From an optimization exercise on the open Yosys and OpenROAD flow, aimed at small area, a short achievable clock period and few clock cycles per item; shortcuts taken in it are not production practice. Where RTL was checked, it was by simulation tests only, not by an equivalence proof against the original.

## old
==> flow/design.v <==
`default_nettype none
package dds_pkg;
	localparam int unsigned RAD_W  = 64;
	localparam int unsigned ROOT_W = 32;
endpackage
`default_nettype wire
`default_nettype none
module dds_square (
	input  wire logic [30:0] rem,     
	input  wire logic [29:0] q,       
	input  wire logic [3:0]  bits,    
	output logic      [1:0]  digit,
	output logic      [30:0] rem_n    
);
	logic [35:0] r4;
	logic [35:0] a3;
	logic [35:0] b3;
	logic [35:0] s3;
	logic [35:0] c3;
	logic [35:0] p1, p2, p3;    
	logic [35:0] k1, k2, k3;    
	logic        n1, n2, n3;    
	logic [30:0] pm;
	logic [30:0] km;
	assign r4 = {1'b0, rem, bits};
	dds_pfx_add #(36) u1 (.a(r4), .b(~{3'b000, q, 3'b001}), .cin(1'b1), .p(p1), .c(k1));
	dds_pfx_add #(36) u2 (.a(r4), .b(~{2'b00, q, 4'b0100}), .cin(1'b1), .p(p2), .c(k2));
	assign a3 = ~{2'b00, q, 4'b1000};
	assign b3 = ~{3'b000, q, 3'b001};
	assign s3 = r4 ^ a3 ^ b3;
	assign c3 = {(r4[34:0] & a3[34:0]) | (r4[34:0] & b3[34:0]) | (a3[34:0] & b3[34:0]), 1'b1};
	dds_pfx_add #(36) u3 (.a(s3), .b(c3), .cin(1'b1), .p(p3), .c(k3));
	assign n1 = p1[35] ^ k1[35];
	assign n2 = p2[35] ^ k2[35];
	assign n3 = p3[35] ^ k3[35];
	always_comb begin
		if (!n3) begin
			digit = 2'd3;
			pm    = p3[30:0];
			km    = k3[30:0];
		end else if (!n2) begin
			digit = 2'd2;
			pm    = p2[30:0];
			km    = k2[30:0];
		end else if (!n1) begin
			digit = 2'd1;
			pm    = p1[30:0];
			km    = k1[30:0];
		end else begin
			digit = 2'd0;
			pm    = r4[30:0];
			km    = '0;
		end
	end
	assign rem_n = pm ^ km;
endmodule
`default_nettype wire
`default_nettype none
module dds_pfx_add #(
	parameter int W = 36
) (
	input  wire logic [W-1:0] a,
	input  wire logic [W-1:0] b,
	input  wire logic         cin,
	output logic      [W-1:0] p,
	output logic      [W-1:0] c
);
	localparam int N = W + 1;
	logic [N-1:0] gg;
	logic [N-1:0] pp;
	always_comb begin
		gg = {a & b, cin};
		pp = {a ^ b, 1'b0};
		for (int l = 0; (1 << l) < N; l++) begin
			for (int i = (2 << l) - 1; i < N; i += (2 << l)) begin
				gg[i] = gg[i] | (pp[i] & gg[i - (1 << l)]);
				pp[i] = pp[i] & pp[i - (1 << l)];
			end
		end
		for (int l = 5; l >= 0; l--) begin
			for (int i = 3 * (1 << l) - 1; i < N; i += (2 << l)) begin
				gg[i] = gg[i] | (pp[i] & gg[i - (1 << l)]);
				pp[i] = pp[i] & pp[i - (1 << l)];
			end
		end
	end
	assign p = a ^ b;
	assign c = gg[W-1:0];
endmodule
`default_nettype wire
`default_nettype none
module decimal_digit_square_root (
	input  wire logic                    clk,
	input  wire logic                    arst_n,
	input  wire logic                    start,
	output logic                         busy,
	input  wire logic signed [dds_pkg::RAD_W-1:0] radicand,
	output logic                         done,
	output logic [dds_pkg::ROOT_W-1:0]   root,
	output logic                         negative_input
);
	logic        busy_q;
	logic        done_q;
	logic        neg_q;
	logic [59:0] x_q;       
	logic [30:0] rem_q;     
	logic [31:0] q_q;       
	logic [3:0]  cnt_q;     
	logic        hz;
	logic [1:0]  d_hi;
	logic [1:0]  r_hi;
	logic [1:0]  d_lo;
	logic [2:0]  r_lo;
	logic [1:0]  digit;
	logic [30:0] rem_n;
	assign hz = (radicand[63:32] == 32'd0);
	always_comb begin
		if (radicand[62])            d_hi = 2'd2;
		else if (radicand[61:60] != 2'd0) d_hi = 2'd1;
		else                         d_hi = 2'd0;
		if (radicand[31:28] >= 4'd9)      d_lo = 2'd3;
		else if (radicand[31:28] >= 4'd4) d_lo = 2'd2;
		else if (radicand[31:28] >= 4'd1) d_lo = 2'd1;
		else                              d_lo = 2'd0;
	end
	assign r_hi = 2'({1'b0, radicand[62:60]} - 4'(d_hi * d_hi));
	assign r_lo = 3'(radicand[31:28] - 4'(d_lo * d_lo));
	dds_square u_step (
		.rem   (rem_q),
		.q     (q_q[29:0]),
		.bits  (x_q[59:56]),
		.digit (digit),
		.rem_n (rem_n)
	);
	always_ff @(posedge clk or negedge arst_n) begin
		if (!arst_n) begin
			busy_q <= 1'b0;
			done_q <= 1'b0;
		end else begin
			done_q <= 1'b0;
			if (!busy_q) begin
				if (start) begin
					if (radicand[63]) begin
						done_q <= 1'b1;
					end else begin
						busy_q <= 1'b1;
					end
				end
			end else if (cnt_q == 4'd0) begin
				busy_q <= 1'b0;
				done_q <= 1'b1;
			end
		end
	end
	always_ff @(posedge clk) begin
		if (!busy_q) begin
			x_q[59:32] <= hz ? radicand[27:0] : radicand[59:32];
			x_q[31:0]  <= radicand[31:0];
			neg_q      <= radicand[63];
			rem_q      <= {28'd0, hz ? r_lo : {1'b0, r_hi}};
			q_q        <= {30'd0, radicand[63] ? 2'd0 : (hz ? d_lo : d_hi)};
			cnt_q      <= hz ? 4'd6 : 4'd14;
		end else begin
			x_q[59:4]  <= x_q[55:0];
			x_q[3:0]   <= radicand[3:0];
			rem_q      <= rem_n;
			q_q        <= {q_q[29:0], digit};
			cnt_q      <= cnt_q - 4'd1;
		end
	end
	assign busy           = busy_q;
	assign done           = done_q;
	assign root           = q_q;
	assign negative_input = neg_q;
endmodule
`default_nettype wire
==> flow/config.mk <==
export PLATFORM = sky130hd
export DESIGN_NAME = decimal_digit_square_root
export DESIGN_NICKNAME = decimal_digit_square_root
export VERILOG_FILES = /design/flow/design.v
export SDC_FILE = /design/flow/constraint.sdc
export NUM_CORES = 4
export LEC_CHECK = 0
export CAP_MARGIN = 20
export CORE_MARGIN = 2
export CORE_UTILIZATION = 40
export CTS_BUF_LIST = sky130_fd_sc_hd__clkbuf_4 sky130_fd_sc_hd__clkbuf_8
export PLACE_DENSITY = 0.6
export SLEW_MARGIN = 20
==> flow/constraint.sdc <==
create_clock -name core_clock -period 10.0 [get_ports {clk}]
set_input_delay 2.0000 -clock core_clock [delete_from_list [all_inputs] [get_ports {clk}]]
set_output_delay 2.0000 -clock core_clock [all_outputs]
set_load 0.01 [all_outputs]
standard.sh (not shown) runs the stock make flow with config.mk's settings and CLKGATE_MAP_FILE= SYNTH_SCRIPT=/design/flow/synth_recipe.tcl, a recipe that flattens the netlist after the stock synthesis.
==> flow/flow/run.sh <==
#!/bin/bash
set -euo pipefail
bash standard.sh finish SETUP_SLACK_MARGIN=6.5 \
	"BUFFER_PORTS_ARGS=-buffer_cell sky130_fd_sc_hd__buf_1" > standard.log 2>&1
Testbench counts of old, summed over its fixed seeds: cycles 31,206, roots 2,400.
### old -> new
--- a/flow/design.v
+++ b/flow/design.v
@@ -69,21 +69,25 @@
 	logic [N-1:0] gg;
 	logic [N-1:0] pp;
 	always_comb begin
 		gg = {a & b, cin};
 		pp = {a ^ b, 1'b0};
-		for (int l = 0; (1 << l) < N; l++) begin
-			for (int i = (2 << l) - 1; i < N; i += (2 << l)) begin
-				gg[i] = gg[i] | (pp[i] & gg[i - (1 << l)]);
-				pp[i] = pp[i] & pp[i - (1 << l)];
+		for (int i = 1; i < N; i += 2) begin
+			gg[i] = gg[i] | (pp[i] & gg[i - 1]);
+			pp[i] = pp[i] & pp[i - 1];
+		end
+		for (int l = 1; (1 << l) < N; l++) begin
+			for (int i = N - 1; i >= 0; i--) begin
+				if ((i % 2) == 1 && i - (1 << l) >= 0) begin
+					gg[i] = gg[i] | (pp[i] & gg[i - (1 << l)]);
+					pp[i] = pp[i] & pp[i - (1 << l)];
+				end
 			end
 		end
-		for (int l = 5; l >= 0; l--) begin
-			for (int i = 3 * (1 << l) - 1; i < N; i += (2 << l)) begin
-				gg[i] = gg[i] | (pp[i] & gg[i - (1 << l)]);
-				pp[i] = pp[i] & pp[i - (1 << l)];
-			end
+		for (int i = 2; i < N; i += 2) begin
+			gg[i] = gg[i] | (pp[i] & gg[i - 1]);
+			pp[i] = pp[i] & pp[i - 1];
 		end
 	end
 	assign p = a ^ b;
 	assign c = gg[W-1:0];
 endmodule
### Flow results
Between new and old, the final critical-path share of the clock period is higher for new. new vs old — worst reg-to-reg path cell count rose 1. Fraction of the core area covered by cells at the end of the flow ended up 0.28 points higher on new than on old. new vs. old: signal arrival time at the worst endpoint went up by 0.07 ns. new: all stages complete, timing, DRC and antenna checks passed. Going from old to new, final cell count went up; shortest period the worst path allows went up; wire length of the first global-routing pass went up; fraction of the mapped netlist area in adder cells went down.
Function not checked in new: the RTL went through the layout flow alone.

separate check: timing with driven ports:
How much do the figures lean on ideal ports? The routed layouts below were timed once more, with nothing changed but the port constraints. Step 1 (the two cells are an assumption about what drives the block):
set clk [get_ports {clk}]
set_driving_cell -lib_cell sky130_fd_sc_hd__clkbuf_16 $clk
set_driving_cell -lib_cell sky130_fd_sc_hd__buf_2 [delete_from_list [all_inputs] $clk]
Step 2 moves the port delays by t, midway between the first and last clock arrival at a register: inputs arrive t later, outputs are due t later. That takes back most of the time a late clock gives input paths. a / b / c = no drivers / after step 1 / after step 2; a / b = the first two.
run | t (ns) | setup WS [ns] | clock arrival spread, ns
old | 0.507 | 6.613 / 6.613 / 6.149 | 0.012 / 0.012
new | 0.515 | 6.528 / 6.528 / 6.237 | 0.023 / 0.024
After both steps setup and hold are still met in every run listed. For old, which loses most, drivers alone change the setup slack by 0.000 ns; drivers and shift together by -0.464 ns.
